This is an optimization exercise on Yosys and OpenROAD, whose aim is a short achievable clock period and few clock cycles per item, not a production implementation. No functional check of the RTL was part of any run shown here. Power figures rest on the tool's default switching activity, not on a simulated workload.

`flow/run.sh`:
```
#!/bin/bash
MARGIN=${MARGIN:-7}
sed -E "s/SETUP_SLACK_MARGIN=[^ ]+/SETUP_SLACK_MARGIN=${MARGIN}/" standard.sh > standard_margin.sh
bash standard_margin.sh > standard.log 2>&1
status=$?
tail -5 standard.log
exit $status
```
`standard.sh`:
```
#!/bin/bash
# synth_recipe.tcl (not shown) runs the flow's synth.tcl, then flattens the netlist and writes it again
# the make line also repeats each setting of config.mk as NAME=value (left out here)
make -C /OpenROAD-flow-scripts/flow DESIGN_CONFIG=/design/flow/config.mk WORK_HOME=/design/flow/orfs CLKGATE_MAP_FILE= SYNTH_SCRIPT=/design/flow/synth_recipe.tcl "${@:-finish}"
```
`config.mk`:
```
export PLATFORM = sky130hd
export DESIGN_NAME = ppm_frame_decoder_calibrated
export DESIGN_NICKNAME = ppm_frame_decoder_calibrated
export VERILOG_FILES = /design/flow/design.v
export SDC_FILE = /design/flow/constraint.sdc
export NUM_CORES = 4
export LEC_CHECK = 0
export CAP_MARGIN = 20
export CORE_MARGIN = 2
export CORE_UTILIZATION = 40
export CTS_CLUSTER_DIAMETER = 80
export CTS_CLUSTER_SIZE = 20
export PLACE_DENSITY = 0.6
export SETUP_SLACK_MARGIN = 5
export SLEW_MARGIN = 20
```
`constraint.sdc`:
```
create_clock -name core_clock -period 10.0 [get_ports {i_clk}]
set_input_delay 2.0000 -clock core_clock [delete_from_list [all_inputs] [get_ports {i_clk}]]
set_output_delay 2.0000 -clock core_clock [all_outputs]
set_load 0.01 [all_outputs]
```
`design.v`:
```
package ppmfd_pkg;
    localparam int AXIS_CHANNELS = 4;
    localparam int CH_W          = 2;
    localparam int US_W          = 16;
    localparam int AXIS_W        = 8;
    localparam int CFG_IDX_W     = 3;
    localparam int DIV_CNT_W     = $clog2(AXIS_W);
    typedef logic [US_W-1:0]      t_us;
    typedef logic [AXIS_W-1:0]    t_axis;
    typedef logic [CFG_IDX_W-1:0] t_cfg_idx;
    typedef logic [CH_W-1:0]      t_ch;
    localparam t_cfg_idx CFG_CALIBRATE  = t_cfg_idx'(0);
    localparam t_cfg_idx CFG_BUTTON_THR = t_cfg_idx'(1);
    localparam t_cfg_idx CFG_SYNC_MIN   = t_cfg_idx'(2);
    localparam t_cfg_idx CFG_SYNC_MAX   = t_cfg_idx'(3);
    localparam t_cfg_idx CFG_CAL_STEP   = t_cfg_idx'(4);
    localparam t_cfg_idx CFG_JITTER     = t_cfg_idx'(5);
    localparam logic RST_CALIBRATE  = 1'b1;
    localparam t_us  RST_BUTTON_THR = t_us'(1500);
    localparam t_us  RST_SYNC_MIN   = t_us'(5000);
    localparam t_us  RST_SYNC_MAX   = t_us'(20000);
    localparam t_us  RST_CAL_STEP   = t_us'(200);
    localparam t_us  RST_JITTER     = t_us'(20);
    localparam t_us  RST_BOUND      = t_us'(1500);
    localparam t_axis AXIS_FULL = t_axis'(255);
endpackage
module ppmfd_add #(
    parameter int W = 16
) (
    input  logic [W-1:0] i_a,
    input  logic [W-1:0] i_b,
    input  logic         i_cin,
    output logic [W-1:0] o_sum,
    output logic         o_cout
);
    localparam int LV = $clog2(W);
    wire [(LV+1)*W-1:0] w_g;
    wire [(LV+1)*W-1:0] w_p;
    wire [W-1:0]        w_x;
    assign w_x        = i_a ^ i_b;
    assign w_p[W-1:0] = w_x;
    assign w_g[W-1:0] = (i_a & i_b) | {{(W-1){1'b0}}, w_x[0] & i_cin};
    genvar l, i;
    generate
        for (l = 0; l < LV; l++) begin : g_lv
            for (i = 0; i < W; i++) begin : g_bit
                if (i >= (1 << l)) begin : g_op
                    assign w_g[(l+1)*W+i] = w_g[l*W+i] | (w_p[l*W+i] & w_g[l*W+i-(1<<l)]);
                    assign w_p[(l+1)*W+i] = w_p[l*W+i] & w_p[l*W+i-(1<<l)];
                end else begin : g_pass
                    assign w_g[(l+1)*W+i] = w_g[l*W+i];
                    assign w_p[(l+1)*W+i] = w_p[l*W+i];
                end
            end
        end
    endgenerate
    if (W > 1) begin : g_wide
        assign o_sum = w_x ^ {w_g[LV*W +: W-1], i_cin};
    end else begin : g_narrow
        assign o_sum = w_x ^ i_cin;
    end
    assign o_cout = w_g[LV*W+W-1];
endmodule
module ppmfd_sub #(
    parameter int W = 16
) (
    input  logic [W-1:0] i_a,
    input  logic [W-1:0] i_b,
    output logic [W-1:0] o_diff,
    output logic         o_lt
);
    logic w_cout;
    ppmfd_add #(.W(W)) u_add (.i_a(i_a), .i_b(~i_b), .i_cin(1'b1), .o_sum(o_diff), .o_cout(w_cout));
    assign o_lt = !w_cout;
endmodule
module ppmfd_sub3 #(
    parameter int W = 18
) (
    input  logic [W-1:0] i_x,
    input  logic [W-1:0] i_y,
    input  logic [W-1:0] i_z,
    output logic [W-1:0] o_diff
);
    logic [W-1:0] w_y, w_z, w_s, w_k;
    logic         w_cout;
    assign w_y = ~i_y;
    assign w_z = ~i_z;
    assign w_s = i_x ^ w_y ^ w_z;
    assign w_k = (i_x & w_y) | (i_x & w_z) | (w_y & w_z);
    ppmfd_add #(.W(W)) u_add (.i_a(w_s), .i_b({w_k[W-2:0], 1'b1}), .i_cin(1'b1),
                              .o_sum(o_diff), .o_cout(w_cout));
endmodule
module ppm_frame_decoder_calibrated #(
    parameter int FRAME_SLOTS = 7
) (
    input  logic         i_clk,
    input  logic         i_rst_n,
    input  logic         i_in_valid,
    output logic         o_in_ready,
    input  ppmfd_pkg::t_us i_in_interval_us,
    output logic         o_out_valid,
    input  logic         i_out_ready,
    output ppmfd_pkg::t_axis o_out_axis_x,
    output ppmfd_pkg::t_axis o_out_axis_y,
    output ppmfd_pkg::t_axis o_out_axis_rx,
    output ppmfd_pkg::t_axis o_out_axis_ry,
    output logic         o_out_button_a,
    output logic         o_out_button_b,
    input  logic         i_cfg_valid,
    output logic         o_cfg_ready,
    input  ppmfd_pkg::t_cfg_idx i_cfg_idx,
    input  ppmfd_pkg::t_us i_cfg_data
);
    localparam int NCH    = ppmfd_pkg::AXIS_CHANNELS;
    localparam int W      = ppmfd_pkg::US_W;
    localparam int AW     = ppmfd_pkg::AXIS_W;
    localparam int SLOT_W = $clog2(FRAME_SLOTS);
    localparam logic [SLOT_W-1:0] LAST_SLOT  = SLOT_W'(FRAME_SLOTS - 1);
    localparam int BTN_A_SLOT = NCH + 1;
    localparam int BTN_B_SLOT = NCH + 2;
    localparam int CH_Y  = 0;
    localparam int CH_RY = 1;
    localparam int CH_RX = 2;
    localparam int CH_X  = 3;
    localparam int FIFO_D  = 3;
    localparam int FIFO_AW = 2;
    localparam int RES_W   = 4 * AW + 2;
    localparam int OWED_OPEN = FIFO_D - 1;
    localparam int OWED_W    = 3;
    localparam int DIV_STEPS = AW / 2;
    localparam int TW        = W + 4;
    logic                 r_rst;
    logic                 r_iv;
    ppmfd_pkg::t_us       r_iv_data;
    logic                 r_cv;
    ppmfd_pkg::t_cfg_idx  r_cv_idx;
    ppmfd_pkg::t_us       r_cv_data;
    logic                 r_ready;
    logic                 r_ready_d;
    logic                 r_iv_raw;
    logic                 r_cv_raw;
    always_ff @(posedge i_clk) begin
        r_rst     <= !i_rst_n;
        r_iv_raw  <= i_in_valid && i_rst_n;
        r_cv_raw  <= i_cfg_valid && i_rst_n;
        r_ready_d <= r_ready;
        r_iv_data <= i_in_interval_us;
        r_cv_idx  <= i_cfg_idx;
        r_cv_data <= i_cfg_data;
    end
    assign o_in_ready  = r_ready;
    assign o_cfg_ready = r_ready;
    assign r_iv = r_iv_raw && r_ready_d;
    assign r_cv = r_cv_raw && r_ready_d;
    logic           r_calibrate;
    ppmfd_pkg::t_us r_button_thr;
    ppmfd_pkg::t_us r_sync_min;
    ppmfd_pkg::t_us r_sync_max;
    ppmfd_pkg::t_us r_cal_step;
    ppmfd_pkg::t_us r_jitter;
    logic [SLOT_W-1:0] r_slot;
    ppmfd_pkg::t_us    r_store [FRAME_SLOTS];
    logic              r_resync;
    ppmfd_pkg::t_us    r_min   [NCH];
    ppmfd_pkg::t_us    r_max   [NCH];
    ppmfd_pkg::t_us    r_prev  [NCH];
    ppmfd_pkg::t_axis  r_axis  [NCH];
    logic [DIV_STEPS+4:0] r_stage;
    ppmfd_pkg::t_us r_p      [NCH];
    logic           r_cal_lo [NCH];
    logic           r_cal_hi [NCH];
    logic           r_j1     [NCH];
    logic           r_btn_a1, r_btn_b1;
    ppmfd_pkg::t_us r_diff [NCH];
    ppmfd_pkg::t_us r_span [NCH];
    logic           r_j    [NCH];
    logic           r_in   [NCH];
    logic           r_full [NCH];
    logic           r_btn_a, r_btn_b;
    logic             r_btn_a2, r_btn_b2;
    logic [W+1:0]     r_span3 [NCH];
    ppmfd_pkg::t_us   r_rem [NCH];
    ppmfd_pkg::t_axis r_sh  [NCH];
    logic [OWED_W-1:0]  r_owed;
    logic               r_out_valid;
    logic [RES_W-1:0]   r_out;
    logic [RES_W-1:0]   r_fifo [FIFO_D];
    logic [FIFO_AW-1:0] r_rd, r_wr;
    logic [FIFO_AW:0]   r_cnt;
    logic [SLOT_W-1:0] n_slot;
    logic              w_sync_hit;
    logic              w_close;
    logic              w_drop;
    logic              w_good;
    logic              w_above_min;
    logic              w_below_max;
    logic              w_s0_low;
    ppmfd_pkg::t_us    w_unused0, w_unused1, w_unused2;
    ppmfd_sub #(.W(W)) u_sync_lo (.i_a(r_sync_min), .i_b(r_iv_data), .o_diff(w_unused0), .o_lt(w_above_min));
    ppmfd_sub #(.W(W)) u_sync_hi (.i_a(r_iv_data), .i_b(r_sync_max), .o_diff(w_unused1), .o_lt(w_below_max));
    ppmfd_sub #(.W(W)) u_s0      (.i_a(r_store[0]), .i_b(r_sync_min), .o_diff(w_unused2), .o_lt(w_s0_low));
    always_comb begin
        n_slot     = (r_slot == LAST_SLOT) ? '0 : r_slot + SLOT_W'(1);
        w_sync_hit = r_resync && w_above_min && w_below_max;
        w_close    = r_iv && (n_slot == LAST_SLOT);
        w_drop     = !w_sync_hit && w_s0_low;
        w_good     = w_close && !w_drop;
    end
    logic [NCH-1:0][W+1:0] w_lo_room;
    logic [NCH-1:0][W+1:0] w_hi_room;
    logic [NCH-1:0][W+1:0] w_jit_dn;
    logic [NCH-1:0][W+1:0] w_jit_up;
    logic [NCH-1:0]        w_p_lt_lo;
    logic [NCH-1:0]        w_hi_lt_p;
    logic [NCH-1:0]        w_p_lt_prev;
    logic                  w_thr_lt_a, w_thr_lt_b;
    ppmfd_pkg::t_us        w_unused3, w_unused4;
    logic         w_cal_lo   [NCH];
    logic         w_cal_hi   [NCH];
    logic         w_j        [NCH];
    genvar gc;
    generate
        for (gc = 0; gc < NCH; gc++) begin : g_a1
            ppmfd_sub3 #(.W(W+2)) u_lo_room (.i_x({2'b0, r_min[gc]}), .i_y({2'b0, r_store[gc+1]}),
                                             .i_z({2'b0, r_cal_step}), .o_diff(w_lo_room[gc]));
            ppmfd_sub3 #(.W(W+2)) u_hi_room (.i_x({2'b0, r_store[gc+1]}), .i_y({2'b0, r_max[gc]}),
                                             .i_z({2'b0, r_cal_step}), .o_diff(w_hi_room[gc]));
            ppmfd_sub3 #(.W(W+2)) u_jit_dn  (.i_x({2'b0, r_prev[gc]}), .i_y({2'b0, r_store[gc+1]}),
                                             .i_z({2'b0, r_jitter}), .o_diff(w_jit_dn[gc]));
            ppmfd_sub3 #(.W(W+2)) u_jit_up  (.i_x({2'b0, r_store[gc+1]}), .i_y({2'b0, r_prev[gc]}),
                                             .i_z({2'b0, r_jitter}), .o_diff(w_jit_up[gc]));
            ppmfd_sub #(.W(W)) u_p_lo  (.i_a(r_store[gc+1]), .i_b(r_min[gc]),  .o_diff(), .o_lt(w_p_lt_lo[gc]));
            ppmfd_sub #(.W(W)) u_hi_p  (.i_a(r_max[gc]),     .i_b(r_store[gc+1]), .o_diff(), .o_lt(w_hi_lt_p[gc]));
            ppmfd_sub #(.W(W)) u_p_pv  (.i_a(r_store[gc+1]), .i_b(r_prev[gc]), .o_diff(), .o_lt(w_p_lt_prev[gc]));
        end
    endgenerate
    ppmfd_sub #(.W(W)) u_btn_a (.i_a(r_button_thr), .i_b(r_store[BTN_A_SLOT]), .o_diff(w_unused3), .o_lt(w_thr_lt_a));
    ppmfd_sub #(.W(W)) u_btn_b (.i_a(r_button_thr), .i_b(r_store[BTN_B_SLOT]), .o_diff(w_unused4), .o_lt(w_thr_lt_b));
    always_comb begin
        for (int c = 0; c < NCH; c++) begin
            w_cal_lo[c]  = r_calibrate && w_p_lt_lo[c] && w_lo_room[c][W+1];
            w_cal_hi[c]  = r_calibrate && w_hi_lt_p[c] && w_hi_room[c][W+1];
            w_j[c]       = w_p_lt_prev[c] ? w_jit_dn[c][W+1] : w_jit_up[c][W+1];
        end
    end
    ppmfd_pkg::t_us w_lo_new [NCH];
    ppmfd_pkg::t_us w_hi_new [NCH];
    logic [NCH-1:0][W-1:0] w_p_lo;
    logic [NCH-1:0][W-1:0] w_hi_p;
    logic [NCH-1:0][W-1:0] w_hi_lo;
    logic [NCH-1:0]        w_lo_lt_p;
    logic [NCH-1:0]        w_p_lt_hi;
    logic [NCH-1:0]        w_lo_lt_hi;
    ppmfd_pkg::t_us w_a_diff [NCH];
    ppmfd_pkg::t_us w_a_span [NCH];
    logic           w_a_in   [NCH];
    logic           w_a_full [NCH];
    generate
        for (gc = 0; gc < NCH; gc++) begin : g_a2
            ppmfd_sub #(.W(W)) u_p_lo  (.i_a(r_p[gc]),   .i_b(r_min[gc]), .o_diff(w_p_lo[gc]),  .o_lt());
            ppmfd_sub #(.W(W)) u_hi_p  (.i_a(r_max[gc]), .i_b(r_p[gc]),   .o_diff(w_hi_p[gc]),  .o_lt());
            ppmfd_sub #(.W(W)) u_hi_lo (.i_a(r_max[gc]), .i_b(r_min[gc]), .o_diff(w_hi_lo[gc]), .o_lt());
            ppmfd_sub #(.W(W)) u_lo_p  (.i_a(r_min[gc]), .i_b(r_p[gc]),   .o_diff(), .o_lt(w_lo_lt_p[gc]));
            ppmfd_sub #(.W(W)) u_p_hi  (.i_a(r_p[gc]),   .i_b(r_max[gc]), .o_diff(), .o_lt(w_p_lt_hi[gc]));
            ppmfd_sub #(.W(W)) u_lo_hi (.i_a(r_min[gc]), .i_b(r_max[gc]), .o_diff(), .o_lt(w_lo_lt_hi[gc]));
        end
    endgenerate
    always_comb begin
        for (int c = 0; c < NCH; c++) begin
            w_lo_new[c] = r_cal_lo[c] ? r_p[c] : r_min[c];
            w_hi_new[c] = r_cal_hi[c] ? r_p[c] : r_max[c];
            w_a_diff[c] = r_cal_lo[c] ? '0 : w_p_lo[c];
            if (r_cal_lo[c])      w_a_span[c] = r_cal_hi[c] ? '0 : w_hi_p[c];
            else if (r_cal_hi[c]) w_a_span[c] = w_p_lo[c];
            else                  w_a_span[c] = w_hi_lo[c];
            w_a_in[c]   = !r_cal_lo[c] && !r_cal_hi[c] && w_lo_lt_p[c] && w_p_lt_hi[c];
            if (r_cal_lo[c])      w_a_full[c] = 1'b0;
            else if (r_cal_hi[c]) w_a_full[c] = w_lo_lt_p[c];
            else                  w_a_full[c] = w_lo_lt_hi[c] && !w_p_lt_hi[c];
        end
    end
    logic [NCH-1:0]         w_r_lt_d;
    logic [NCH-1:0][TW-1:0] w_t1;
    logic [NCH-1:0][TW-1:0] w_t2;
    logic [NCH-1:0][TW-1:0] w_t3;
    logic [NCH-1:0][W+1:0]  w_span3;
    logic [TW-1:0]    w_trial [NCH];
    ppmfd_pkg::t_us   w_rem_next [NCH];
    logic [1:0]       w_digit [NCH];
    generate
        for (gc = 0; gc < NCH; gc++) begin : g_div
            ppmfd_sub  #(.W(W)) u_r_d (.i_a(r_rem[gc]), .i_b(r_diff[gc]), .o_diff(), .o_lt(w_r_lt_d[gc]));
            ppmfd_sub  #(.W(TW)) u_t1 (.i_a(w_trial[gc]), .i_b({4'b0, r_span[gc]}),
                                       .o_diff(w_t1[gc]), .o_lt());
            ppmfd_sub  #(.W(TW)) u_t2 (.i_a(w_trial[gc]), .i_b({3'b0, r_span[gc], 1'b0}),
                                       .o_diff(w_t2[gc]), .o_lt());
            ppmfd_sub  #(.W(TW)) u_t3 (.i_a(w_trial[gc]), .i_b({2'b0, r_span3[gc]}),
                                       .o_diff(w_t3[gc]), .o_lt());
            ppmfd_add  #(.W(W+2)) u_span3 (.i_a({2'b0, r_span[gc]}), .i_b({1'b0, r_span[gc], 1'b0}),
                                           .i_cin(1'b0), .o_sum(w_span3[gc]), .o_cout());
        end
    endgenerate
    always_comb begin
        for (int c = 0; c < NCH; c++) begin
            w_trial[c] = {2'b0, r_rem[c], r_sh[c][AW-1:AW-2]};
            if (!w_t3[c][TW-1]) begin
                w_digit[c]    = 2'd3;
                w_rem_next[c] = w_t3[c][W-1:0];
            end else if (!w_t2[c][TW-1]) begin
                w_digit[c]    = 2'd2;
                w_rem_next[c] = w_t2[c][W-1:0];
            end else if (!w_t1[c][TW-1]) begin
                w_digit[c]    = 2'd1;
                w_rem_next[c] = w_t1[c][W-1:0];
            end else begin
                w_digit[c]    = 2'd0;
                w_rem_next[c] = w_trial[c][W-1:0];
            end
        end
    end
    logic             w_f1_v;
    logic             w_f_v;
    ppmfd_pkg::t_axis w_axis_new [NCH];
    logic [RES_W-1:0] w_res;
    always_comb begin
        w_f1_v = r_stage[DIV_STEPS+3];
        w_f_v  = r_stage[DIV_STEPS+4];
        for (int c = 0; c < NCH; c++) begin
            if (r_j[c]) begin
                if (r_in[c])        w_axis_new[c] = r_sh[c] - AW'(w_r_lt_d[c]);
                else if (r_full[c]) w_axis_new[c] = ppmfd_pkg::AXIS_FULL;
                else                w_axis_new[c] = '0;
            end else begin
                w_axis_new[c] = r_axis[c];
            end
        end
        w_res = {r_axis[CH_X], r_axis[CH_Y], r_axis[CH_RX], r_axis[CH_RY],
                 r_btn_a2, r_btn_b2};
    end
    logic w_take;
    logic w_head_new;
    logic [FIFO_AW-1:0] w_rd_next;
    logic [FIFO_AW-1:0] w_wr_inc;
    logic [FIFO_AW:0]   w_cnt_next;
    logic [OWED_W-1:0]  w_owed_up;
    always_comb begin
        w_take     = (r_cnt != '0) && i_out_ready;
        w_rd_next  = !w_take ? r_rd : (r_rd == FIFO_AW'(FIFO_D - 1)) ? '0 : r_rd + FIFO_AW'(1);
        w_wr_inc   = (r_wr == FIFO_AW'(FIFO_D - 1)) ? '0 : r_wr + FIFO_AW'(1);
        w_cnt_next = r_cnt + (FIFO_AW+1)'(w_f_v) - (FIFO_AW+1)'(w_take);
        w_head_new = (r_cnt == '0) || (r_cnt == (FIFO_AW+1)'(1) && w_take);
        w_owed_up  = r_owed + OWED_W'(w_good);
    end
    always_ff @(posedge i_clk) begin
        r_out       <= w_head_new ? w_res : r_fifo[w_rd_next];
        r_out_valid <= i_rst_n && !r_rst && (w_cnt_next != '0);
        if (w_f_v) r_fifo[r_wr] <= w_res;
        if (r_rst) begin
            r_rd    <= '0;
            r_wr    <= '0;
            r_cnt   <= '0;
            r_owed  <= '0;
            r_ready <= 1'b1;
        end else begin
            r_rd    <= w_rd_next;
            if (w_f_v) r_wr <= w_wr_inc;
            r_cnt   <= w_cnt_next;
            r_owed  <= w_owed_up - OWED_W'(w_take);
            r_ready <= (w_owed_up <= OWED_W'(OWED_OPEN));
        end
    end
    always_ff @(posedge i_clk) begin
        if (r_rst) begin
            r_calibrate  <= ppmfd_pkg::RST_CALIBRATE;
            r_button_thr <= ppmfd_pkg::RST_BUTTON_THR;
            r_sync_min   <= ppmfd_pkg::RST_SYNC_MIN;
            r_sync_max   <= ppmfd_pkg::RST_SYNC_MAX;
            r_cal_step   <= ppmfd_pkg::RST_CAL_STEP;
            r_jitter     <= ppmfd_pkg::RST_JITTER;
            r_slot       <= '0;
            r_resync     <= 1'b0;
            r_stage      <= '0;
            for (int k = 0; k < FRAME_SLOTS; k++) begin
                r_store[k] <= '0;
            end
            for (int k = 0; k < NCH; k++) begin
                r_min[k]  <= ppmfd_pkg::RST_BOUND;
                r_max[k]  <= ppmfd_pkg::RST_BOUND;
                r_prev[k] <= '0;
                r_axis[k] <= '0;
            end
        end else begin
            if (r_cv) begin
                case (r_cv_idx)
                    ppmfd_pkg::CFG_CALIBRATE:  r_calibrate  <= r_cv_data[0];
                    ppmfd_pkg::CFG_BUTTON_THR: r_button_thr <= r_cv_data;
                    ppmfd_pkg::CFG_SYNC_MIN:   r_sync_min   <= r_cv_data;
                    ppmfd_pkg::CFG_SYNC_MAX:   r_sync_max   <= r_cv_data;
                    ppmfd_pkg::CFG_CAL_STEP:   r_cal_step   <= r_cv_data;
                    ppmfd_pkg::CFG_JITTER:     r_jitter     <= r_cv_data;
                    default: ;
                endcase
            end
            if (r_iv) begin
                r_store[n_slot] <= r_iv_data;
                if (w_sync_hit) begin
                    r_store[0] <= r_iv_data;
                    r_slot     <= '0;
                    r_resync   <= 1'b0;
                end else begin
                    r_slot <= n_slot;
                end
                if (w_close && w_drop) begin
                    r_resync <= 1'b1;
                end
            end
            r_stage <= {r_stage[DIV_STEPS+3:0], w_good};
            if (r_stage[0]) begin
                for (int c = 0; c < NCH; c++) begin
                    r_prev[c] <= r_store[c + 1];
                end
            end
            if (r_stage[1]) begin
                for (int c = 0; c < NCH; c++) begin
                    r_min[c] <= w_lo_new[c];
                    r_max[c] <= w_hi_new[c];
                end
            end
            if (w_f1_v) begin
                for (int c = 0; c < NCH; c++) begin
                    r_axis[c] <= w_axis_new[c];
                end
            end
        end
    end
    always_ff @(posedge i_clk) begin
        if (r_stage[0]) begin
            for (int c = 0; c < NCH; c++) begin
                r_p[c]      <= r_store[c + 1];
                r_cal_lo[c] <= w_cal_lo[c];
                r_cal_hi[c] <= w_cal_hi[c];
                r_j1[c]     <= w_j[c];
            end
            r_btn_a1 <= !w_thr_lt_a;
            r_btn_b1 <= !w_thr_lt_b;
        end
        if (r_stage[1]) begin
            for (int c = 0; c < NCH; c++) begin
                r_diff[c] <= w_a_diff[c];
                r_span[c] <= w_a_span[c];
                r_j[c]    <= r_j1[c];
                r_in[c]   <= w_a_in[c];
                r_full[c] <= w_a_full[c];
            end
            r_btn_a <= r_btn_a1;
            r_btn_b <= r_btn_b1;
        end
        if (w_f1_v) begin
            r_btn_a2 <= r_btn_a;
            r_btn_b2 <= r_btn_b;
        end
        for (int c = 0; c < NCH; c++) begin
            if (r_stage[2]) begin
                r_rem[c] <= r_diff[c];
                r_span3[c] <= w_span3[c];
                r_sh[c]  <= '0;
            end else begin
                r_rem[c] <= w_rem_next[c];
                r_sh[c]  <= {r_sh[c][AW-3:0], w_digit[c]};
            end
        end
    end
    assign o_out_valid = r_out_valid;
    assign {o_out_axis_x, o_out_axis_y, o_out_axis_rx, o_out_axis_ry,
            o_out_button_a, o_out_button_b} = r_out;
endmodule
```
==> results by group, run 1 <==
Route
  • Final ANT Viol Nets: 0
  • Final WL: ~220000 um
  • Final routed DRC violation total: 0
  • Wire per inst: around 20 um
  • Via/cell ratio: around 5.5
  • 1st-iter DRT viols: 4307
  • Vias after detailed routing: between 60k and 70k
  • Initial DRT Pass Iterations: 6

Status
  • Status: timing/DRC/antenna clean

Timing
  • Setup Viol. Count Final: 0
  • Worst-Margin Slew: between 1 and 1.5 ns
  • Worst hold margin: roughly 0.43 ns
  • Final Max Tran Viols: 0
  • Final setup TNS: 0 ns
  • Clk_skew: ~0.043 ns
  • RSZ-0062 raised after global routing: yes
  • Final min period: between 3 and 4 ns
  • Max Clock Freq: between 200 and 300 MHz
  • Final worst-path cycle share: between 30% and 40%
  • Final Hold Viols: 0
  • Slew margin rel.: roughly 28%

Critical path
  • Slowest cell on crit path: edfxtp_1
  • Critical path cell sequence: inv_2 -> ha_4 -> a21o_1 -> a21o_1 -> a21o_1 -> a21oi_1 -> nor2b_1 -> o211ai_1 -> a21oi_2 -> o311ai_2 -> o2bb2ai_2 -> ha_2 -> nand2_2 -> or3_4 -> nor3_4 -> xnor2_1 -> a211oi_1 -> a21oi_1 -> nor2_1
  • Worst setup endpoint: r_axis[0][7]
  • Setup crit start kind: register
  • CP required: approximately 11 ns
  • Worst path bufs/invs: 1
  • CP max FO: 2
  • Crit path DAT: about 4.1 ns
  • Worst r2r src: r_diff[0][1]
  • Nature of the critical path endpoint: register
  • R2r endpoint: r_axis[0][7]
  • Worst R2R Path Depth: 19
  • Critical path type: register to register
  • CP dominant cell by count: a21o_1
  • Max incr delay on CP: 0.39 ns
  • Worst R2R Setup Slack: about 6.5 ns
  • Critical Path Start: r_diff[0][1]
  • Crit. path cell count: 19
  • CP delay by family, top: compound AO/OA/AOI/OAI gates

GRT
  • First-pass GRT wire length: ~340000 um
  • Antenna violations before repair: 4
  • Total GRT Usage: 21.75%
  • Largest net degree at the start of global routing: around 120
  • Remaining Overflow, GRT: 0
  • Vias in the first global route: ~60k

Floorplanning
  • X dimension of the die: around 440 um
  • DIE HEIGHT: ~440 um
  • # IOs: 77
  • Rows: about 160
  • Core ar.: 0.1924 sq mm
  • Total die area: a little under 0.2 sq mm
  • Starting Density: between 40% and 50%

Worst hold path
  • Hold Path Stages: 0
  • Hold Crit Class: register to register
  • HP Start: r_btn_b

Clock tree
  • # H-tree levels: 3
  • CTS tree: yes
  • Worst-skew pair later-pin latency: 0.75 ns
  • Total CTS buffers: between 80 and 90
  • Clk sinks: ~1.0k
  • Max Buffers Root-to-Sink: 3
  • Clk slew on worst S/H paths: 0.08 ns
  • Root Buffer: clkbuf_16

Final layout
  • Share of cells above drive strength 1: 15.51%
  • Fillers: 17.77k
  • Multi-input logic area: roughly 0.052 sq mm
  • Layout area overhead: 17.70%
  • Layout Nets: about 10k
  • Register Area: between 0.02 and 0.03 sq mm

Yosys
  • Synth unique cells: 85
  • Cell taking the most area after synthesis: ha_1
  • Yosys warning total: 59
  • Yosys top cell area share: roughly a fifth
  • Cells after Synth: 8137
  • Mapped Nets: 9715
  • Top cells by count, synth: ha_1 (1273), inv_1 (777), nand2_1 (713), a21oi_1 (635), nor2_1 (564)
  • Most frequent cell after synthesis: ha_1
  • EDFF count, synth: between 500 and 600
  • Post-Syn Area: 0.07744 sq mm
  • Mean Syn Cell Area: 9.517 sq um
  • Area contributors post-synth: ha_1 (21%), edfxtp_1 (20%), dfxtp_1 (13%)
  • Sequential fraction of the synthesis area: roughly a third
  • Seq cells post-synth: between 1k and 1.5k
  • Synth async-reset ratio: 0%
  • Primary FF master, synth: edfxtp_1

Power
  • Leak: 38.59 nW
  • Peak supply drop: 0.1409 mV
  • Pwr Density: approximately 180 mW/mm^2

Placed design
  • Placer congestion estimate: approximately 0.9
  • Final HPWL DP: roughly 160000 um
  • Buffers added on ports: 76

Run
  • Max capacitance violation total: 0
## where the power goes
group / switching, mW / internal, mW
registers: 0.516 / 4.66
logic: 3.73 / 3.48
clock network: 1.83 / 1.81
total: 6.08 / 9.95
## worst min path at each step
stage                endpoint
finish               r_btn_b2
global placement     r_btn_b2
floorplan           r_ready_d
detailed placement   r_btn_b2
CTS                  r_btn_b2
global route         r_btn_b2
## per-stage QoR
step	std cells	worst slack (ns)	util (%)	cell area [sq um]	total power, mW
floorplan	8137	6.429	-	77610	9.156
global placement	10590	5.669	42.20	81170	10.35
detailed placement	10590	5.674	42.21	81200	10.46
CTS	10960	6.508	45.72	87950	15.12
global route	11100	6.264	47.37	91140	16.98
finish	11100	6.471	47.38	91150	16.03
## worst register-to-register path: cells and delay by family, from the launching register on
| family | cells | cell delay [ns] |
|---|---|---|
| adder cells (fa/ha/maj) | 2 | 0.46 |
| flip-flops | 1 | 0.39 |
| XOR/XNOR | 1 | 0.14 |
| AND/OR/NAND/NOR | 5 | 0.66 |
| buffers and inverters | 1 | 0.10 |
| AO/OA/AOI/OAI | 10 | 1.66 |
## per-layer routing
metal	vias up	routed length, um	GRT usage, %
met4	2	8038	7.281
met2	1384	101800	35.59
met1	29500	102500	29.94
met5	-	10	0
li1	29440	-	-
met3	349	9823	2.258
## state kept, by name, indices dropped and copies added (netlist names), 32 cells and up
signal	count
r_store	112
r_fifo	102
r_span3	72
r_diff	64
r_max	64
r_min	64
r_p	64
r_prev	64
r_rem	64
r_span	64
r_out	34
r_axis	32
r_sh	32
## logic make-up (layout without fill, tap and decap cells)
family | after synthesis | in the layout | synth area share (%)
AND/OR/NAND/NOR | 2046 | 2047 | 12.16
multiplexers | 150 | 150 | 1.965
XOR/XNOR | 340 | 340 | 3.845
AO/OA/AOI/OAI | 2073 | 2080 | 17.22
buffers and inverters | 983 | 1409 | 4.796
adder cells (fa/ha/maj) | 1538 | 1538 | 27.42
other | 0 | 3 | 0
flip-flops | 1007 | 1007 | 32.60
## cells in the final DEF, fill, tap and decap left out, types with 56 or more instances in the layout
cell type and instances:
ha_1 1196, inv_1 710, nand2_1 700, nor2_1 549, a21oi_1 540, edfxtp_1 508
dfxtp_1 402, o21ai_0 315, buf_4 303, fa_1 250, a21o_1 244, xnor2_1 215
o21a_1 160, nor2b_1 148, nand2b_1 141, nor3_1 127, mux2i_1 127, o211ai_1 116
xor2_1 107, clkbuf_16 97, a21oi_2 89, buf_6 78, o21ai_1 75, nand3_1 72
dfxtp_2 72, ha_4 63, nand4_1 56
## layout make-up
class / count / share of cell area [%]
clock inverter: 47 / 0.6232
inverter: 780 / 3.323
antenna: 3 / 0.008236
timing repair buffer: 471 / 4.862
tap: 2526 / 3.468
multi-input combinational: 6155 / 57.15
sequential: 1007 / 27.90
clock buffer: 111 / 2.663
## what timing repair did
action | CTS | global route
resized for setup | 703 | 490
buffers inserted | 206 | 126
cloned | 13 | 8
setup endpoints to repair | 360 | 297
pin swaps | 231 | 306
hold buffers | 0 | 0
hold endpoints to repair | 0 | 0
==> inputs of run 2 (changes only) <==
--- a/config.mk
+++ b/config.mk
@@ -9,7 +9,7 @@
 export CORE_MARGIN = 2
 export CORE_UTILIZATION = 40
 export CTS_CLUSTER_DIAMETER = 80
-export CTS_CLUSTER_SIZE = 20
+export CTS_CLUSTER_SIZE = 25
 export PLACE_DENSITY = 0.6
 export SETUP_SLACK_MARGIN = 5
 export SLEW_MARGIN = 20
==> results by group, run 2 <==
Final layout
  • Fillers: between 15k and 20k
  • Commonest non-fill, non-tap cell in the layout: ha_1
  • Layout Cells excl Fill: 11.09k
  • Register Area: ~0.025 sq mm
  • Commonest cells after routing, fill and taps aside: ha_1 (1197), inv_1 (712), nand2_1 (697)
  • Biggest register: r_store
  • Largest regs: r_store (112), r_fifo (102), r_span3 (72)
  • Share of cells above drive strength 1: roughly 16%
  • Final Util: 47.41%
  • ANT cells: 0
  • Max reg flops: between 100 and 150
  • Post-route cell area: about 0.091 sq mm
  • Multi-input logic area: roughly 0.052 sq mm
  • Layout area overhead: 17.78%
  • Layout Nets: 10.07k

Timing
  • Final Max Tran Viols: 0
  • Clk_skew: about 0.045 ns
  • Final worst-path cycle share: around a third
  • Max Clock Freq: approximately 290 MHz
  • RSZ-0062 raised after global routing: yes
  • Final setup TNS: 0 ns
  • Final Hold Viols: 0
  • Slew margin rel.: 27.15%
  • Setup ws final: ~6.5 ns
  • Final min period: about 3.5 ns
  • Worst hold margin: 0.4192 ns
  • Setup Viol. Count Final: 0
  • Worst-Margin Slew: ~1.1 ns

Yosys
  • Seq cells post-synth: 1007
  • Cells after Synth: between 8k and 9k
  • Synth Area in Simple Gates: 12.16%
  • Area contributors post-synth: ha_1 (21%), edfxtp_1 (20%), dfxtp_1 (13%)
  • Synth async-reset ratio: 0%
  • Mean Syn Cell Area: around 9.5 sq um
  • Fraction of synthesized area in multiplexers: ~2.0%
  • Mapped Nets: ~10k
  • Sequential fraction of the synthesis area: between 30 and 40%
  • Yosys warning total: 59
  • Synth unique cells: 85
  • Top cells by count, synth: ha_1 (1273), inv_1 (777), nand2_1 (713), a21oi_1 (635), nor2_1 (564)
  • XOR/XNOR Fraction of Synth Area: between 3 and 4%
  • EDFF count, synth: just over 500
  • Main combinational cell family by area after synthesis: adder cells
  • Synthesized-area fraction occupied by adder cells: 27.42%
  • Post-Syn Area: between 0.07 and 0.08 sq mm
  • Yosys top cell area share: 20.57%
  • Synth Area in Compound Gates: approximately 17%
  • Cell taking the most area after synthesis: ha_1
  • Primary FF master, synth: edfxtp_1
  • Most frequent cell after synthesis: ha_1

Clock tree
  • Clk slew on worst S/H paths: around 0.090 ns
  • Worst-skew pair later-pin latency: between 0.7 and 0.8 ns
  • Clk sinks: 1007
  • Max Buffers Root-to-Sink: 3
  • Total CTS buffers: 80
  • # H-tree levels: 3
  • # hold bufs at CTS: 0
  • CTS tree: yes
  • Root Buffer: clkbuf_16

Critical path
  • Critical path type: register to register
  • Worst R2R Path Depth: 19
  • CP required: 10.59 ns
  • R2r endpoint: r_axis[0][7]
  • Worst r2r src: r_diff[0][1]
  • Setup crit start kind: register
  • Nature of the critical path endpoint: register
  • CP max FO: 2
  • Crit path DAT: ~4 ns
  • Worst R2R Setup Slack: ~6.5 ns

Worst hold path
  • Hold Path End: r_stage[4]
  • HP Start: r_stage[3]
  • Hold Crit Class: register to register
  • Hold Path Stages: 1

Route
  • Initial DRT Pass Iterations: 6
  • Wire per inst: 20.05 um
  • 1st-iter DRT viols: about 4.2k
  • Final routed DRC violation total: 0
  • Final ANT Viol Nets: 0
  • Via/cell ratio: between 5 and 6
  • Vias after detailed routing: around 60k
  • Final WL: ~220000 um

GRT
  • Largest net degree at the start of global routing: around 120
  • Vias in the first global route: between 50k and 60k
  • Remaining Overflow, GRT: 0
  • Antenna violations before repair: 3
  • First-pass GRT wire length: roughly 340000 um
  • Total GRT Usage: a little over a fifth

Floorplanning
  • Total die area: slightly below 0.2 sq mm
  • Starting Density: between 40 and 50%
  • Rows: roughly 160
  • X dimension of the die: 444.0 um
  • Core ar.: 0.1924 sq mm
  • DIE HEIGHT: ~440 um
  • # IOs: a little under 80

Placed design
  • Placer congestion estimate: approximately 0.9
  • Inst Count DP: 10.59k
  • Buffers added on ports: 76
  • Placed Area: 0.08120 sq mm
  • Pre-CTS setup slack: about 5.7 ns
  • Final HPWL DP: around 160000 um

Power
  • Total power: around 16 mW
  • Pwr Density: about 180 mW/mm^2
  • Peak supply drop: 0.1509 mV
  • Leak: just under 40 nW

Run
  • Max capacitance violation total: 0

Status
  • Status: timing/DRC/antenna clean
[run 2: cell count changes in the layout (fill, tap and decap cells not counted), moves of 6 or more]
cell       change
clkinv_2       +6
dfxtp_2        -8
clkbuf_1      -10
o21ai_0        -7
buf_6          +9
dfxtp_1        +7
buf_4          -8
clkbuf_16     -13
[run 2: cell type report]
class                      count  area share (%)
inverter                     780           3.321
timing repair buffer         470           4.880
multi-input combinational   6156           57.30
sequential                  1007           27.87
clock buffer                  85           2.250
tap                         2526           3.465
clock inverter                65          0.9082
[run 2: worst max path at each step]
stage,from,cells past startpoint,to
3_3_place_gp,i_out_ready,11,r_out_valid
5_1_grt,r_diff[2][1],19,r_axis[2][7]
2_1_floorplan,i_out_ready,10,r_out_valid
6_report,r_diff[0][1],19,r_axis[0][7]
4_1_cts,r_diff[1][1],19,r_axis[1][7]
3_5_place_dp,i_out_ready,11,r_out_valid
[run 2: logic make-up (layout without fill, tap and decap cells)]
group | after synthesis | count (layout)
buffers and inverters | 983 | 1400
xor gates and xnor gates | 340 | 340
and+or+nand+nor | 2046 | 2047
DFF | 1007 | 1007
AOI/OAI and AO/OA | 2073 | 2081
muxes | 150 | 150
adders and majority gates | 1538 | 1538
[run 2: worst max-delay path, stage by stage (launching register included)]
cell       delay [ns]
edfxtp_1         0.39
inv_2            0.10
ha_4             0.20
a21o_1           0.14
a21o_1           0.17
a21o_1           0.19
a21oi_1          0.14
nor2b_1          0.06
o211ai_1         0.19
a21oi_2          0.13
o311ai_4         0.28
o2bb2ai_4        0.20
ha_4             0.19
nand2_2          0.05
or3_4            0.36
nor3_4           0.14
xnor2_1          0.13
a211oi_1         0.08
a21oi_1          0.15
nor2_1           0.05
[run 2: repair_timing]
item | 4_1_cts | 5_1_grt
buffers inserted | 192 | 138
resized for setup | 690 | 538
pin swaps | 229 | 304
setup endpoints to repair | 358 | 288
cloned | 14 | 9
[run 2: metal layers]
layer / part of all wire (%) / wire, um / track usage (%)
met4: 3.2 / 7085 / 6.669
met3: 4.4 / 9874 / 2.352
met1: 46 / 102600 / 29.92
met2: 46 / 102700 / 35.77
met5: 0.0049 / 11 / 0
[run 2: power breakdown]
| group | switching, mW | internal [mW] |
|---|---|---|
| sequential | 0.521 | 4.66 |
| clock | 1.89 | 1.69 |
| combinational | 3.74 | 3.50 |
==> inputs of run 3 (changes only) <==
--- a/design.v
+++ b/design.v
@@ -165,7 +165,7 @@
     ppmfd_pkg::t_us    r_max   [NCH];
     ppmfd_pkg::t_us    r_prev  [NCH];
     ppmfd_pkg::t_axis  r_axis  [NCH];
-    logic [DIV_STEPS+4:0] r_stage;
+    logic [DIV_STEPS+5:0] r_stage;
     ppmfd_pkg::t_us r_p      [NCH];
     logic           r_cal_lo [NCH];
     logic           r_cal_hi [NCH];
@@ -177,6 +177,11 @@
     logic           r_in   [NCH];
     logic           r_full [NCH];
     logic           r_btn_a, r_btn_b;
+    ppmfd_pkg::t_axis r_q      [NCH];
+    logic             r_r_lt_d [NCH];
+    logic             r_j2     [NCH];
+    logic             r_in2    [NCH];
+    logic             r_full2  [NCH];
     logic             r_btn_a2, r_btn_b2;
     logic [W+1:0]     r_span3 [NCH];
     ppmfd_pkg::t_us   r_rem [NCH];
@@ -319,17 +324,19 @@
         end
     end
     logic             w_f1_v;
+    logic             w_f2_v;
     logic             w_f_v;
     ppmfd_pkg::t_axis w_axis_new [NCH];
     logic [RES_W-1:0] w_res;
     always_comb begin
         w_f1_v = r_stage[DIV_STEPS+3];
-        w_f_v  = r_stage[DIV_STEPS+4];
+        w_f2_v = r_stage[DIV_STEPS+4];
+        w_f_v  = r_stage[DIV_STEPS+5];
         for (int c = 0; c < NCH; c++) begin
-            if (r_j[c]) begin
-                if (r_in[c])        w_axis_new[c] = r_sh[c] - AW'(w_r_lt_d[c]);
-                else if (r_full[c]) w_axis_new[c] = ppmfd_pkg::AXIS_FULL;
-                else                w_axis_new[c] = '0;
+            if (r_j2[c]) begin
+                if (r_in2[c])        w_axis_new[c] = r_q[c] - AW'(r_r_lt_d[c]);
+                else if (r_full2[c]) w_axis_new[c] = ppmfd_pkg::AXIS_FULL;
+                else                 w_axis_new[c] = '0;
             end else begin
                 w_axis_new[c] = r_axis[c];
             end
@@ -414,7 +421,7 @@
                     r_resync <= 1'b1;
                 end
             end
-            r_stage <= {r_stage[DIV_STEPS+3:0], w_good};
+            r_stage <= {r_stage[DIV_STEPS+4:0], w_good};
             if (r_stage[0]) begin
                 for (int c = 0; c < NCH; c++) begin
                     r_prev[c] <= r_store[c + 1];
@@ -426,7 +433,7 @@
                     r_max[c] <= w_hi_new[c];
                 end
             end
-            if (w_f1_v) begin
+            if (w_f2_v) begin
                 for (int c = 0; c < NCH; c++) begin
                     r_axis[c] <= w_axis_new[c];
                 end
@@ -456,6 +463,13 @@
             r_btn_b <= r_btn_b1;
         end
         if (w_f1_v) begin
+            for (int c = 0; c < NCH; c++) begin
+                r_q[c]      <= r_sh[c];
+                r_r_lt_d[c] <= w_r_lt_d[c];
+                r_j2[c]     <= r_j[c];
+                r_in2[c]    <= r_in[c];
+                r_full2[c]  <= r_full[c];
+            end
             r_btn_a2 <= r_btn_a;
             r_btn_b2 <= r_btn_b;
         end
--- a/config.mk
+++ b/config.mk
@@ -9,7 +9,7 @@
 export CORE_MARGIN = 2
 export CORE_UTILIZATION = 40
 export CTS_CLUSTER_DIAMETER = 80
-export CTS_CLUSTER_SIZE = 25
+export CTS_CLUSTER_SIZE = 20
 export PLACE_DENSITY = 0.6
 export SETUP_SLACK_MARGIN = 5
 export SLEW_MARGIN = 20
==> results by group, run 3 <==
Status
  • Status: timing/DRC/antenna clean

Final layout
  • Largest regs: r_store (112), r_fifo (102), r_span3 (72)
  • Fillers: 18.43k
  • Final Util: roughly 47%
  • Max reg flops: between 100 and 150
  • Biggest register: r_store
  • Layout area overhead: 15.53%
  • Share of cells above drive strength 1: between 10% and 20%
  • Commonest cells after routing, fill and taps aside: ha_1 (1219), inv_1 (723), nor2_1 (639)
  • Layout Nets: around 10k
  • Layout Cells excl Fill: approximately 11k
  • Commonest non-fill, non-tap cell in the layout: ha_1

Yosys
  • Mean Syn Cell Area: about 9.6 sq um
  • Yosys top cell area share: between 20% and 30%
  • Sequential fraction of the synthesis area: about a third
  • EDFF count, synth: between 500 and 600
  • Main combinational cell family by area after synthesis: adder cells
  • Top cells by count, synth: ha_1 (1274), inv_1 (786), nor2_1 (649), nand2_1 (642), a21oi_1 (616)
  • Seq cells post-synth: roughly 1.1k
  • Most frequent cell after synthesis: ha_1
  • Mapped Nets: roughly 9.8k
  • Yosys warning total: slightly below 70
  • Synth Area in Compound Gates: 17.74%
  • Cells after Synth: around 8.3k
  • XOR/XNOR Fraction of Synth Area: roughly 3.4%
  • Primary FF master, synth: edfxtp_1
  • Cell taking the most area after synthesis: edfxtp_1
  • Area contributors post-synth: edfxtp_1 (21%), ha_1 (20%), dfxtp_1 (13%)
  • Fraction of synthesized area in multiplexers: roughly 1.8%
  • Synth unique cells: 90
  • Synthesized-area fraction occupied by adder cells: between 20% and 30%
  • Synth async-reset ratio: 0%
  • Post-Syn Area: roughly 0.08 sq mm
  • Synth Area in Simple Gates: around an eighth

Route
  • 1st-iter DRT viols: between 4k and 5k
  • Vias after detailed routing: about 60k
  • Final WL: 226000 um
  • Via/cell ratio: approximately 5.5
  • Final routed DRC violation total: 0
  • Wire per inst: around 20 um
  • Final ANT Viol Nets: 0
  • Initial DRT Pass Iterations: 6

Timing
  • Max Clock Freq: between 200 and 300 MHz
  • Setup Viol. Count Final: 0
  • Slew margin rel.: a little under a quarter
  • Final setup TNS: 0 ns
  • Final Max Tran Viols: 0
  • Final min period: between 3 and 4 ns
  • Final Hold Viols: 0
  • Final worst-path cycle share: approximately 34%
  • RSZ-0062 raised after global routing: yes
  • Worst-Margin Slew: 1.142 ns
  • Clk_skew: about 0.040 ns

Clock tree
  • Max Buffers Root-to-Sink: 3
  • Clk slew on worst S/H paths: 0.08 ns
  • Clk sinks: about 1.1k
  • CTS tree: yes
  • Root Buffer: clkbuf_16
  • # H-tree levels: 3
  • Total CTS buffers: 84
  • # hold bufs at CTS: 0
  • Worst-skew pair later-pin latency: roughly 0.75 ns

Worst hold path
  • Hold Path Stages: 0
  • Hold Path End: r_btn_b2
  • HP Start: r_btn_b
  • Hold Crit Class: register to register

Critical path
  • R2r endpoint: r_owed[2]
  • Max incr delay on CP: between 0.4 and 0.5 ns
  • Setup crit start kind: register
  • Critical path cell sequence: buf_6
  • Worst path bufs/invs: 1
  • Worst R2R Setup Slack: around 6.7 ns
  • CP required: roughly 8 ns
  • CP max FO: 3
  • Worst R2R Path Depth: 15
  • Crit path DAT: 1.41 ns
  • CP delay by family, top: flip-flops
  • Nature of the critical path endpoint: output pin
  • Critical path type: register to output pin
  • Worst r2r src: r_store[0][1]
  • Slowest cell on crit path: dfxtp_4

Placed design
  • Placer congestion estimate: roughly 0.90
  • Final HPWL DP: between 150000 and 200000 um
  • Buffers added on ports: between 70 and 80
  • Inst Count DP: between 10k and 15k

Floorplanning
  • Core ar.: roughly 0.2 sq mm
  • Total die area: about 0.20 sq mm
  • Rows: 163
  • DIE HEIGHT: between 400 and 500 um
  • Starting Density: between 40% and 50%
  • # IOs: between 70 and 80
  • X dimension of the die: 449.9 um

Power
  • Part of the power in registers: between 30% and 40%
  • Net Sw Frac: 36.81%
  • Peak supply drop: ~0.14 mV
  • Pwr Density: between 150 and 200 mW/mm^2
  • Clock Power Share: a little under a quarter
  • Pint: a little under 10 mW
  • Leak: about 39 nW
  • Psw: around 5.7 mW
  • Logic pwr share: between 40% and 50%

GRT
  • First-pass GRT wire length: around 350000 um
  • Remaining Overflow, GRT: 0
  • Largest net degree at the start of global routing: between 100 and 150
  • Antenna violations before repair: 4
  • Vias in the first global route: 60.58k
  • Total GRT Usage: a little over a fifth

Run
  • Max capacitance violation total: 0
[run 3: kinds of logic (layout without fill, tap and decap cells)]
family / Yosys count / count (layout)
multiplexers: 144 / 144
XOR/XNOR: 307 / 307
other: 0 / 5
AND/OR/NAND/NOR: 2043 / 2043
AO/OA/AOI/OAI: 2171 / 2172
flip-flops: 1056 / 1056
buffers and inverters: 989 / 1390
adder cells (fa/ha/maj): 1551 / 1551
[run 3: worst max path at each step]
stage / start / endpoint / cells after the start
final: r_ready / o_cfg_ready / 1
after global routing: r_cal_step[1] / r_cal_lo[1] / 13
after CTS: r_ready / o_cfg_ready / 1
after detailed placement: i_out_ready / r_out_valid / 11
after global placement: i_out_ready / r_out_valid / 11
after floorplan: i_out_ready / r_out_valid / 10
[run 3: area by class of cell]
cell class | count | area (sq um) | area share (%)
Tap cell | 2640 | 3303 | 3.595
Inverter | 787 | 3083 | 3.355
Timing Repair Buffer | 447 | 4090 | 4.452
Sequential cell | 1056 | 26890 | 29.27
Antenna cell | 5 | 12.51 | 0.01362
Clock inverter | 48 | 589.3 | 0.6414
Multi-Input combinational cell | 6217 | 51540 | 56.10
Clock buffer | 108 | 2371 | 2.581
[run 3: layer usage]
| metal | track usage (%) | vias up | wire length [um] |
|---|---|---|---|
| met5 | 0 | - | 0 |
| met4 | 5.647 | 0 | 5987 |
| met3 | 2.593 | 282 | 9556 |
| met2 | 35.36 | 1326 | 103800 |
| met1 | 29.87 | 30030 | 106600 |
| li1 | - | 30000 | - |
[run 3: through the flow]
stage	cell area, sq um	hold slack [ns]	power (mW)	setup WS [ns]
3_3_place_gp	83250	0.4034	10.47	5.672
5_1_grt	91870	0.4186	16.46	6.569
6_report	91880	0.4053	15.51	6.595
3_5_place_dp	83250	0.4045	10.59	5.669
2_1_floorplan	79610	0.3935	9.321	6.429
4_1_cts	89370	0.4064	14.86	6.553
[run 3: repair_timing]
| action | in CTS | in global routing |
|---|---|---|
| gates resized for setup | 565 | 397 |
| gates cloned | 5 | 5 |
| pin swaps | 129 | 230 |
| setup endpoints to repair | 415 | 261 |
| setup buffers | 200 | 120 |
[run 3: power by group through the flow]
stage / registers (mW) / logic, mW / clock network (mW)
after floorplan: 5.22 / 4.10 / 0
after global placement: 5.39 / 5.08 / 0
after detailed placement: 5.39 / 5.20 / 0
after CTS: 5.30 / 5.78 / 3.78
after global routing: 5.36 / 7.17 / 3.93
final: 5.32 / 6.50 / 3.69
==> inputs of run 4 (changes only) <==
--- a/design.v
+++ b/design.v
@@ -137,6 +137,8 @@
     ppmfd_pkg::t_us       r_cv_data;
     logic                 r_ready;
     logic                 r_ready_d;
+    logic                 r_cfg_ready;
+    logic                 r_cfg_ready_d;
     logic                 r_iv_raw;
     logic                 r_cv_raw;
     always_ff @(posedge i_clk) begin
@@ -144,14 +146,16 @@
         r_iv_raw  <= i_in_valid && i_rst_n;
         r_cv_raw  <= i_cfg_valid && i_rst_n;
         r_ready_d <= r_ready;
+        r_cfg_ready   <= i_rst_n;
+        r_cfg_ready_d <= r_cfg_ready;
         r_iv_data <= i_in_interval_us;
         r_cv_idx  <= i_cfg_idx;
         r_cv_data <= i_cfg_data;
     end
     assign o_in_ready  = r_ready;
-    assign o_cfg_ready = r_ready;
+    assign o_cfg_ready = r_cfg_ready;
     assign r_iv = r_iv_raw && r_ready_d;
-    assign r_cv = r_cv_raw && r_ready_d;
+    assign r_cv = r_cv_raw && r_cfg_ready_d;
     logic           r_calibrate;
     ppmfd_pkg::t_us r_button_thr;
     ppmfd_pkg::t_us r_sync_min;
@@ -187,6 +191,7 @@
     ppmfd_pkg::t_us   r_rem [NCH];
     ppmfd_pkg::t_axis r_sh  [NCH];
     logic [OWED_W-1:0]  r_owed;
+    logic               r_drop_d;
     logic               r_out_valid;
     logic [RES_W-1:0]   r_out;
     logic [RES_W-1:0]   r_fifo [FIFO_D];
@@ -356,7 +361,7 @@
         w_wr_inc   = (r_wr == FIFO_AW'(FIFO_D - 1)) ? '0 : r_wr + FIFO_AW'(1);
         w_cnt_next = r_cnt + (FIFO_AW+1)'(w_f_v) - (FIFO_AW+1)'(w_take);
         w_head_new = (r_cnt == '0) || (r_cnt == (FIFO_AW+1)'(1) && w_take);
-        w_owed_up  = r_owed + OWED_W'(w_good);
+        w_owed_up  = r_owed + OWED_W'(w_close) - OWED_W'(r_drop_d);
     end
     always_ff @(posedge i_clk) begin
         r_out       <= w_head_new ? w_res : r_fifo[w_rd_next];
@@ -367,12 +372,14 @@
             r_wr    <= '0;
             r_cnt   <= '0;
             r_owed  <= '0;
+            r_drop_d <= 1'b0;
             r_ready <= 1'b1;
         end else begin
             r_rd    <= w_rd_next;
             if (w_f_v) r_wr <= w_wr_inc;
             r_cnt   <= w_cnt_next;
             r_owed  <= w_owed_up - OWED_W'(w_take);
+            r_drop_d <= w_close && w_drop;
             r_ready <= (w_owed_up <= OWED_W'(OWED_OPEN));
         end
     end
==> results by group, run 4 <==
Timing
  • Final setup TNS: 0 ns
  • Worst hold margin: roughly 0.37 ns
  • Clk_skew: between 0.04 and 0.05 ns
  • Final Hold Viols: 0
  • RSZ-0062 raised after global routing: yes
  • Setup Viol. Count Final: 0
  • Worst-Margin Slew: between 1 and 1.5 ns
  • Final Max Tran Viols: 0
  • Max Clock Freq: around 300 MHz
  • Slew margin rel.: 24.52%
  • Final worst-path cycle share: roughly a third
  • Final min period: between 3 and 4 ns

Floorplanning
  • Rows: ~160
  • Core ar.: about 0.20 sq mm
  • Total die area: ~0.20 sq mm
  • # IOs: 77
  • DIE HEIGHT: about 450 um
  • Starting Density: between 40 and 50%
  • X dimension of the die: approximately 450 um

Yosys
  • Post-Syn Area: approximately 0.080 sq mm
  • Mean Syn Cell Area: 9.596 sq um
  • Top cells by count, synth: ha_1 (1273), inv_1 (864), nand2_1 (650), a21oi_1 (632), nor2_1 (601)
  • Cells after Synth: ~8.3k
  • EDFF count, synth: about 560
  • Area contributors post-synth: edfxtp_1 (21%), ha_1 (20%), dfxtp_1 (13%)
  • Mapped Nets: 9869
  • Most frequent cell after synthesis: ha_1
  • Yosys top cell area share: 20.99%
  • Cell taking the most area after synthesis: edfxtp_1
  • Yosys warning total: 69
  • Sequential fraction of the synthesis area: 33.65%
  • Synth async-reset ratio: 0%
  • Seq cells post-synth: roughly 1.1k
  • Synth unique cells: 82
  • Primary FF master, synth: edfxtp_1

Critical path
  • Max incr delay on CP: between 0.4 and 0.5 ns
  • Critical Path Start: r_ready
  • Worst setup endpoint: o_in_ready
  • R2r endpoint: r_j1[2]
  • CP delay by family, top: flip-flops
  • Worst R2R Path Depth: 14
  • Setup crit start kind: register
  • CP required: approximately 8.0 ns
  • Worst path bufs/invs: 1
  • Nature of the critical path endpoint: output pin
  • CP max FO: 2
  • Worst R2R Setup Slack: 6.72 ns
  • Slowest cell on crit path: dfxtp_4
  • Critical path type: register to output pin
  • Worst r2r src: r_jitter[1]
  • Critical path cell sequence: buf_6
  • Crit path DAT: 1.38 ns
  • Crit. path cell count: 1

Placed design
  • Buffers added on ports: 76
  • Placer congestion estimate: roughly 0.9
  • Final HPWL DP: 163100 um

Route
  • Final ANT Viol Nets: 0
  • Wire per inst: 19.66 um
  • 1st-iter DRT viols: about 4.2k
  • Vias after detailed routing: 61.41k
  • Final routed DRC violation total: 0
  • Initial DRT Pass Iterations: 6
  • Via/cell ratio: between 5 and 6
  • Final WL: about 220000 um

Status
  • Status: timing/DRC/antenna clean

Final layout
  • ANT cells: 0
  • Commonest non-fill, non-tap cell in the layout: ha_1
  • Max reg flops: 112
  • Share of cells above drive strength 1: between 10 and 15%
  • Largest regs: r_store (112), r_fifo (102), r_span3 (72)
  • Layout Nets: 10.21k
  • Commonest cells after routing, fill and taps aside: ha_1 (1234), inv_1 (808), nand2_1 (643)
  • Biggest register: r_store
  • Layout area overhead: 16.36%

Clock tree
  • Clk sinks: about 1.1k
  • Clk slew on worst S/H paths: about 0.080 ns
  • CTS tree: yes
  • Total CTS buffers: 86
  • # hold bufs at CTS: 0
  • Worst-skew pair later-pin latency: roughly 0.75 ns
  • Max Buffers Root-to-Sink: 3
  • # H-tree levels: 3
  • Root Buffer: clkbuf_16

GRT
  • Vias in the first global route: around 60k
  • Remaining Overflow, GRT: 0
  • Largest net degree at the start of global routing: 89
  • First-pass GRT wire length: ~340000 um
  • Antenna violations before repair: 6
  • Total GRT Usage: a little over a fifth

Power
  • Leak: roughly 39 nW
  • Pwr Density: approximately 170 mW/mm^2
  • Peak supply drop: roughly 0.16 mV

Worst hold path
  • Hold Crit Class: register to register

Run
  • Max capacitance violation total: 0
## run 4: cell types whose count changed after synthesis, sizes merged, moves of 11 or more
| cell | delta |
|---|---|
| a21o | +22 |
| a21oi | +17 |
| a41oi | +12 |
| buf | +15 |
| clkbuf | -11 |
| inv | +78 |
| nand2b | +28 |
| nor2 | -48 |
| o21a | -47 |
| o21ai | -28 |
| xor2 | +29 |
## run 4: power by group
group	total (mW)	leakage, nW	switching [mW]	internal (mW)
combinational	6.91	28.6	3.63	3.28
sequential	5.36	9.33	0.452	4.90
clock	3.69	1.46	1.92	1.77
total	16.0	39.4	6.00	9.96
## run 4: kinds of logic (layout without fill, tap and decap cells)
group / count (synthesis) / count (layout) / share of synthesized area, %
AND/OR/NAND/NOR: 2043 / 2043 / 11.97
multiplexers: 140 / 140 / 1.784
adder cells (fa/ha/maj): 1551 / 1551 / 26.87
XOR/XNOR: 336 / 336 / 3.699
flip-flops: 1059 / 1059 / 33.65
buffers and inverters: 1073 / 1487 / 5.124
AO/OA/AOI/OAI: 2088 / 2091 / 16.91
## run 4: worst min-delay path by stage
stage | start | end | slack, ns | depth (start not counted)
2_1_floorplan | r_cfg_ready | r_cfg_ready_d | 0.38 | 0
3_3_place_gp | r_cfg_ready | r_cfg_ready_d | 0.36 | 0
6_report | r_cfg_ready | r_cfg_ready_d | 0.37 | 0
4_1_cts | r_cfg_ready | r_cfg_ready_d | 0.37 | 0
3_5_place_dp | r_cfg_ready | r_cfg_ready_d | 0.34 | 0
5_1_grt | r_cfg_ready | r_cfg_ready_d | 0.38 | 0
## run 4: repair_timing
item,4_1_cts,5_1_grt
gates resized for setup,666,427
pin swaps,174,269
buffers inserted,182,133
endpoints found under the setup margin,270,215
cloned,12,6
## run 4: layer usage
metal | global-route usage, % | wire length, um | share of wire, % | vias to the layer above
met3 | 2.881 | 11440 | 5.1 | 298
met2 | 34.52 | 102600 | 46 | 1393
met4 | 5.526 | 5817 | 2.6 | 0
met1 | 29.57 | 103200 | 46 | 29840
met5 | 0 | 0 | 0 | -
li1 | - | - | - | 29880
## run 4: stage by stage
step	util, %	instances	instance area, sq um	worst slack, ns	power (mW)
after floorplan	-	8290	79640	6.429	9.318
after global placement	42.21	10850	83340	5.675	10.45
after detailed placement	42.22	10850	83350	5.571	10.58
after CTS	45.48	11210	89780	6.574	15.26
after global routing	46.89	11350	92560	6.588	16.91
final	46.89	11350	92560	6.619	15.96
## run 4: layout make-up
class                           instances  area (sq um)
Multi-Input combinational cell       6161         51590
Timing Repair Buffer                  460          4350
Sequential cell                      1059         26950
Tap cell                             2640          3303
Inverter                              867          3362
Fill cell                           18460        104900
Clock buffer                          106          2312
Clock inverter                         54         690.7

port drivers added, routing unchanged:
No port has a modelled driver above. Below, the same layouts with a new extraction and two added sets of constraints. Step 1 sets driving cells, clkbuf_16 on the clock port and buf_2 on the other inputs (assumed; they add their load-dependent delay and slew). Step 2 times the ports against the registers' clock, not the clock port: input delays grow and output delays shrink by t, the midpoint of the rising clock arrivals with the driver on. a / b / c = ideal / step 1 / step 2; a / b = the first two.
run | shift t [ns] | slack for setup (ns) | worst setup path at the end | clock arrival spread, ns
run 1 | 0.810 | 6.471 / 6.471 / 6.215 | input to register | 0.048 / 0.048
run 2 | 0.809 | 6.524 / 6.523 / 6.191 | input to register | 0.056 / 0.056
run 3 | 0.815 | 6.595 / 6.509 / 6.183 | input to register | 0.048 / 0.048
run 4 | 0.810 | 6.619 / 6.538 / 6.216 | input to register | 0.054 / 0.055
After both steps every run listed still meets setup and hold. For run 3, which loses most, drivers alone change the setup slack by -0.086 ns; drivers and shift together by -0.412 ns.
